This is an optimization exercise on Yosys and OpenROAD, whose aim is small area and few clock cycles per item, not a production implementation.
The RTL was checked by simulation tests, not by an equivalence proof against the original design.
Power figures rest on the tool's default switching activity, not on a simulated workload.

==> flow/design.v (excerpt) <==
module lj_pair_scheduler #(
  parameter int ADDR_W       = 12,
  parameter int NUM_W        = 16,
  parameter int PIPE_LATENCY = 24,
  parameter int RING_LEN     = 13,
  parameter int STRIDE       = 2,
  parameter int TAPS         = 2
) (
  input  logic              clock,
  input  logic              resetn,
  input  logic              start,
  input  logic [31:0]       ref_x,
  input  logic [31:0]       ref_y,
  input  logic [31:0]       ref_z,
  input  logic [ADDR_W-1:0] base_addr,
  input  logic [NUM_W-1:0]  num_neighbors,
  output logic              busy,
  output logic              done,
  output logic              nb_rd_en,
  output logic [ADDR_W-1:0] nb_rd_addr,
  input  logic [95:0]       nb_rd_data,
  output logic              pipe_ivalid,
  output logic              pipe_iready,
  output logic [31:0]       pipe_ref_x,
  output logic [31:0]       pipe_ref_y,
  output logic [31:0]       pipe_ref_z,
  output logic [31:0]       pipe_nb_x,
  output logic [31:0]       pipe_nb_y,
  output logic [31:0]       pipe_nb_z,
  input  logic              pipe_ovalid,
  input  logic [127:0]      pipe_force,
  output logic              force_valid,
  output logic [127:0]      force_data,
  output logic              force_last,
  input  logic              force_ready,
  output logic              err_unexpected
);
Size: about 1,900 flip-flops, ~690 I/O pins, ~0.046 mm^2 of cells after synthesis.
export LEC_CHECK = 0
export CAP_MARGIN = 20
export CORE_MARGIN = 2
export CORE_UTILIZATION = 70
export CTS_CLUSTER_DIAMETER = 90
export CTS_CLUSTER_SIZE = 28
export PLACE_DENSITY = 0.85
export SLEW_MARGIN = 20
create_clock -name core_clock -period 6.0 [get_ports {clock}]
standard.sh (not shown) runs the stock make flow with config.mk's settings and CLKGATE_MAP_FILE= SYNTH_SCRIPT=/design/flow/synth_recipe.tcl, a recipe that flattens the netlist after the stock synthesis.
==> flow/flow/run.sh <==
#!/bin/bash
# Own layout flow: the standard ORFS flow (standard.sh, all steps up to
# finish) with one change: buffer_ports, which gives every input and output
# port its own buffer during global placement, is told to use the smallest
# buffer cell (sky130_fd_sc_hd__buf_1) instead of choosing one itself. The
# resizer may still upsize any of them later. The make output goes to
# standard_flow.log here; each ORFS step also keeps its own log under orfs/logs.
set -euo pipefail
cd "$(dirname "${BASH_SOURCE[0]}")/.."
export BUFFER_PORTS_ARGS="-buffer_cell sky130_fd_sc_hd__buf_1"
bash standard.sh finish > standard_flow.log 2>&1
The first run passed the timing, design-rule and antenna checks.
Testbench counts at the start, summed over its fixed seeds: cycles 42,605, items 18,420.
Then changed:
--- a/flow/config.mk
+++ b/flow/config.mk
@@ -9,6 +9,6 @@
 export CORE_MARGIN = 2
-export CORE_UTILIZATION = 70
-export CTS_CLUSTER_DIAMETER = 90
-export CTS_CLUSTER_SIZE = 28
-export PLACE_DENSITY = 0.85
+export CORE_UTILIZATION = 45
+export CTS_CLUSTER_DIAMETER = 80
+export CTS_CLUSTER_SIZE = 25
+export PLACE_DENSITY = 0.6
 export SLEW_MARGIN = 20
=> The new run passed the timing, design-rule and antenna checks. Synthesized cell count does not change. Sequential power went down by about 2%. Total power went down by 1.1%. Setup slack loses 75 ps. Routed wire length is lower by 19%. Non-clock buffer count rises by 1. Cell area rises by 1.7%. Fmax goes down by 1.6%. Core utilization drops by 27 points. Global-route usage came out lower by 12 points. Sequential cell count is unchanged.
Then changed:
--- a/flow/config.mk
+++ b/flow/config.mk
@@ -9,6 +9,6 @@
 export CORE_MARGIN = 2
-export CORE_UTILIZATION = 45
-export CTS_CLUSTER_DIAMETER = 80
-export CTS_CLUSTER_SIZE = 25
-export PLACE_DENSITY = 0.6
+export CORE_UTILIZATION = 60
+export CTS_CLUSTER_DIAMETER = 90
+export CTS_CLUSTER_SIZE = 28
+export PLACE_DENSITY = 0.75
 export SLEW_MARGIN = 20
After rerunning:
- The changed run produced a clean layout
- total power hardly moves
- sequential cell count stays the same
- hold slack stays flat
- fmax goes up by a few percent
- wire length came out higher by roughly a tenth
- first-iteration DRC count is higher by a few percent


Setup of the baseline:
Another version of the RTL of lj_pair_scheduler (not shown whole).
==> flow/config.mk <==
export PLATFORM = sky130hd
export DESIGN_NAME = lj_pair_scheduler
export DESIGN_NICKNAME = lj_pair_scheduler
export VERILOG_FILES = /design/flow/design.v
export SDC_FILE = /design/flow/constraint.sdc
export NUM_CORES = 4
export LEC_CHECK = 0
export CAP_MARGIN = 20
export CORE_MARGIN = 2
export CORE_UTILIZATION = 70
export CTS_CLUSTER_DIAMETER = 90
export CTS_CLUSTER_SIZE = 32
export PLACE_DENSITY = 0.85
export SLEW_MARGIN = 20
export SYNTH_HIERARCHICAL = 1
export SYNTH_MINIMUM_KEEP_SIZE = 0
==> flow/constraint.sdc <==
create_clock -name core_clock -period 6.0 [get_ports {clock}]
set_input_delay 1.2000 -clock core_clock [delete_from_list [all_inputs] [get_ports {clock}]]
set_output_delay 1.2000 -clock core_clock [all_outputs]
set_load 0.01 [all_outputs]
Scripts as last shown in full above: flow/flow/run.sh
Testbench counts of the baseline, summed over its fixed seeds: cycles 42,133, items 18,420.
For the candidate, these inputs were changed with respect to the baseline:
- changing PLACE_DENSITY from 0.85 to 0.75
- changing CTS_CLUSTER_SIZE from 32 to 28
- changing CORE_UTILIZATION from 70 to 60
[summary]
No stage failed in the baseline, and the final checks on the layout all came back clean. The candidate went all the way through the flow, and no timing, DRC or antenna check failed. Looking at count of clock-buffer cells in the layout, the candidate sits 6 above the baseline. [compare] base=the baseline new=the candidate: post-placement setup slack closely matched the old numbers; wire length moved down; first-iteration DRC count -41%. The slew at the pin closest to its max-slew limit in the candidate was lower than what the baseline gave. Going from the baseline to the candidate, total area of multi-input combinational cells has remained practically unchanged; amount of wire on met2 after detailed routing has decreased; first-pass GRT wire length has decreased.

port drivers added, routing unchanged:
No port has a modelled driver above. Below, the same layouts with a new extraction and two added sets of constraints.
Step 1: set_driving_cell puts a clkbuf_16 on clock and a buf_2 on each other input, an assumption about the parent block.
Step 2 moves the port delays by t, midway between the first and last clock arrival at a register: inputs arrive t later, outputs are due t later. That takes back most of the time a late clock gives input paths.
Three values: ideal, step 1, step 2; two values: the first two.
run	shift t [ns]	setup slack, ns	latest minus earliest clock arrival (ns)	worst slew at a driven data input, ns	cell pins on the clock port's net
the first run of note 1	0.716	1.502 / 1.439 / 1.738	0.038 / 0.039	0.15	1
the second run of note 1	0.726	1.427 / 1.358 / 1.438	0.023 / 0.023	0.13	1
the third run of note 1	0.700	1.530 / 1.466 / 1.766	0.051 / 0.052	0.15	1
the baseline	0.706	1.539 / 1.481 / 1.578	0.037 / 0.037	0.12	1
the candidate	0.706	1.782 / 1.723 / 1.736	0.039 / 0.038	0.14	1
After both steps every run listed still meets setup and hold. For the candidate, which loses most, drivers alone change the setup slack by -0.059 ns; drivers and shift together by -0.046 ns.
